Source: an optimization exercise on an open RTL-to-GDS flow (aim: small area, a short achievable clock period and few clock cycles per item). Production flows keep margins and buffers that such runs may drop.
Where RTL was checked, it was by simulation tests only, not by an equivalence proof against the original.
Power is estimated from default activity; no workload was simulated.

## smult16_err_acc
module smult16_err_acc #(
  parameter int WIDTH = 16,
  parameter int OUTW  = 32,
  parameter int CNTW  = 16,
  parameter int ACCW  = 48
) (
  input  logic              clk,
  input  logic              rst_n,
  input  logic              start,
  input  logic [CNTW-1:0]   num_samples,
  input  logic              in_valid,
  output logic              in_ready,
  input  logic [WIDTH-1:0]  op_a,
  input  logic [WIDTH-1:0]  op_b,
  input  logic [OUTW-1:0]   p_approx,
  output logic              busy,
  output logic              done,
  output logic [CNTW-1:0]   err_count,
  output logic [ACCW-1:0]   sum_err,
  output logic [ACCW-1:0]   sum_abs_err,
  output logic [OUTW:0]     max_abs_err,
  output logic              overflow
);
Size: ~350 flip-flops, roughly 230 I/O pins, ~23000 sq um of cells after synthesis.
export LEC_CHECK = 0
export CAP_MARGIN = 20
export CORE_MARGIN = 2
export CORE_UTILIZATION = 55
export SLEW_MARGIN = 20
create_clock -name core_clock -period 8.5 [get_ports {clk}]
standard.sh (not shown) runs the stock make flow with config.mk's settings and CLKGATE_MAP_FILE= SYNTH_SCRIPT=/design/flow/synth_recipe.tcl, a recipe that flattens the netlist after the stock synthesis.
==> flow/flow/run.sh <==
#!/bin/bash
set -e
export SETUP_SLACK_MARGIN=5.4
export BUFFER_PORTS_ARGS="-buffer_cell sky130_fd_sc_hd__buf_1"
bash standard.sh > standard_flow.log 2>&1
Testbench counts at the start, summed over its fixed seeds: cycles 24,689, items 24,113.
Then changed:
--- a/flow/config.mk
+++ b/flow/config.mk
@@ -10 +10 @@
-export CORE_UTILIZATION = 55
+export CORE_UTILIZATION = 65
After rerunning:
- via count grows by 1.3%
- sequential cell count stays the same
- hold slack is better by 13 ps
- routed wire length falls by 4.7%
- worst setup slack is worse by 30 ps
Then changed:
--- a/flow/flow/run.sh
+++ b/flow/flow/run.sh
@@ -1,0 +2,2 @@
+# The standard layout (standard.sh: unchanged synthesis and steps), with two changes:
+# ports are buffered with buf_1 cells, and the resizer's setup repair aims for a margin.
@@ -3 +5 @@
-export SETUP_SLACK_MARGIN=5.4
+export SETUP_SLACK_MARGIN=5.6
--- a/flow/config.mk
+++ b/flow/config.mk
@@ -10 +10 @@
-export CORE_UTILIZATION = 65
+export CORE_UTILIZATION = 40
After rerunning: Utilization goes down by 24 points. Global-route usage goes down by 9.1 points. Worst setup slack is better by 49 ps. Count of clock-buffer cells in the layout goes up by 3.

* * *

## job 101
smult16_err_acc again, from the RTL that the note above started with.
export LEC_CHECK = 0
export CAP_MARGIN = 20
export CORE_MARGIN = 2
export CORE_UTILIZATION = 55
export SLEW_MARGIN = 20
create_clock -name core_clock -period 8.5 [get_ports {clk}]
==> flow/flow/run.sh <==
#!/bin/bash
set -e
export SETUP_SLACK_MARGIN=5.5
export BUFFER_PORTS_ARGS="-buffer_cell sky130_fd_sc_hd__buf_1"
bash standard.sh > standard_flow.log 2>&1
Testbench counts of job 101, summed over its fixed seeds: cycles 24,689, items 24,113.
> inputs changed (job 101 -> job 102)
-- flow/flow/run.sh --
<<< job 101, line 2
>>> job 102, line 2
# The standard layout (standard.sh: unchanged synthesis and steps), with two changes:
# ports are buffered with buf_1 cells, and the resizer's setup repair aims for a margin.
<<< job 101, line 3
export SETUP_SLACK_MARGIN=5.5
>>> job 102, line 5
export SETUP_SLACK_MARGIN=5.4
-- flow/config.mk --
<<< job 101, line 10
export CORE_UTILIZATION = 55
>>> job 102, line 10
export CORE_UTILIZATION = 40
## What came out
Job 102 reached the final stage; the timing, design-rule and antenna checks on its layout passed. Footprint of the multi-input gates on job 102 is down relative to job 101. The clock buffer and inverter area fraction after layout reported for job 102 is greater than that of job 101 by 0.86 points. Taking job 101 as 1.0, job 102 lands at 1.07 on final instance count without filler cells. Job 101 → job 102: clock buffer count -3; maximum ir drop on the vdd rail -16%; wire length of the first global-routing pass +4.5%; maximum fanout encountered on the critical timing path +4; sequential share of layout area -0.34 points.

* * *

Another version of the RTL of smult16_err_acc (not shown whole).
For scale: ~2600 cells after synthesis, about 230 I/O pins, roughly 24000 µm² of cells after synthesis.
export LEC_CHECK = 0
export CAP_MARGIN = 20
export CORE_MARGIN = 2
export CORE_UTILIZATION = 40
export SLEW_MARGIN = 20
create_clock -name core_clock -period 8.5 [get_ports {clk}]
==> flow/flow/run.sh <==
#!/bin/bash
# The standard layout (standard.sh: unchanged synthesis and steps), with two changes:
# ports are buffered with buf_1 cells, and the resizer's setup repair aims for a margin.
set -e
export SETUP_SLACK_MARGIN=5.0
export BUFFER_PORTS_ARGS="-buffer_cell sky130_fd_sc_hd__buf_1"
bash standard.sh > standard_flow.log 2>&1
Change:
==> flow/flow/run.sh (replaced) <==
#!/bin/bash
# The standard layout (standard.sh: unchanged synthesis and steps), with two changes:
# ports are buffered with buf_1 cells, and the resizer's setup repair aims for a margin.
set -e
export SETUP_SLACK_MARGIN=5.4
export BUFFER_PORTS_ARGS="-buffer_cell sky130_fd_sc_hd__buf_1"
bash standard.sh > standard_flow.log 2>&1
Effect:
- area after synthesis is unchanged
- fmax came out higher by about 3%
- hold slack is better by 0.0031 ns
- final area goes up by about 7%
- worst setup slack improves by 0.10 ns
- wire length went up by about 4.4%
- cell count grows by about 2.3%
- sequential cell count is unchanged
Function was not checked in any run of this note: the RTL went through the layout flow alone.

* * *

## the reference run
smult16_err_acc, a different RTL version from the one above (not shown whole).
Size in the first run: ~2400 cells after synthesis, ~350 flip-flops, ~230 I/O pins, about 24000 sq um of cells after synthesis.
Settings: LEC_CHECK=0, CAP_MARGIN=20, CORE_MARGIN=2, CORE_UTILIZATION=40, CTS_CLUSTER_DIAMETER=80, CTS_CLUSTER_SIZE=40, SLEW_MARGIN=20; clock period 8.5 ns.
==> flow/flow/run.sh <==
#!/bin/bash
# The standard layout (standard.sh: unchanged synthesis and steps), with two changes:
# ports are buffered with buf_1 cells, and the resizer's setup repair aims for a margin.
set -e
export SETUP_SLACK_MARGIN=5.4
export BUFFER_PORTS_ARGS="-buffer_cell sky130_fd_sc_hd__buf_1"
bash standard.sh > standard_flow.log 2>&1
Testbench counts of the reference run, summed over its fixed seeds: cycles 24,689, items 24,113.
Relative to the reference run, the following input files were edited for the trial run:
diff --git a/flow/config.mk b/flow/config.mk
--- a/flow/config.mk
+++ b/flow/config.mk
@@ -9,5 +9,3 @@
 export CORE_MARGIN = 2
 export CORE_UTILIZATION = 40
-export CTS_CLUSTER_DIAMETER = 80
-export CTS_CLUSTER_SIZE = 40
 export SLEW_MARGIN = 20
Findings:
- No stage failed in the trial run, and the final checks on the layout all came back clean.
- Summary of the comparison: final clock skew is lower in the trial run, relative to the reference run.
- Of the reference run and the trial run, the reference run shows the higher arrival time of the worst setup path, with the trial run below it.
- Setup slack: the trial run vs the reference run up 58 ps
- Compared with the reference run, the trial run shows a lower share of the clock period used by the worst path after layout.
- Compared the trial run vs the reference run, and power after layout is up in the trial run.

## what the ideal ports hide
Ports are ideal in the flow. The routed layouts listed here were re-timed in OpenROAD. Step 1, drivers: a clkbuf_16 drives clk and a buf_2 each remaining input, both assumed. Step 2, shift: input delay + t, output delay - t, t = (earliest + latest rising clock arrival at the registers) / 2. This alone moves slack from input paths to output paths. Three values: ideal ports, drivers, drivers and shift; two values: the first two.
run | shift t [ns] | setup WS [ns] | worst setup path after step 2 | cell pins on the clock port's net
the first run of note 1 | 0.621 | 5.480 / 5.480 / 5.060 | input to register | 1
the second run of note 1 | 0.599 | 5.450 / 5.450 / 5.071 | input to register | 1
the third run of note 1 | 0.625 | 5.499 / 5.499 / 5.123 | input to register | 1
job 101 | 0.613 | 5.478 / 5.478 / 5.155 | input to register | 1
job 102 | 0.634 | 5.430 / 5.430 / 5.017 | input to register | 1
the first run of note 3 | 0.613 | 5.057 / 5.057 / 5.040 | input to register | 1
the second run of note 3 | 0.615 | 5.161 / 5.161 / 5.059 | input to register | 1
the reference run | 0.643 | 5.362 / 5.362 / 5.082 | input to register | 1
the trial run | 0.627 | 5.421 / 5.421 / 5.068 | input to register | 1
After both steps every run listed still meets setup and hold. For the first run of note 1, which loses most, drivers alone change the setup slack by 0.000 ns; drivers and shift together by -0.420 ns.
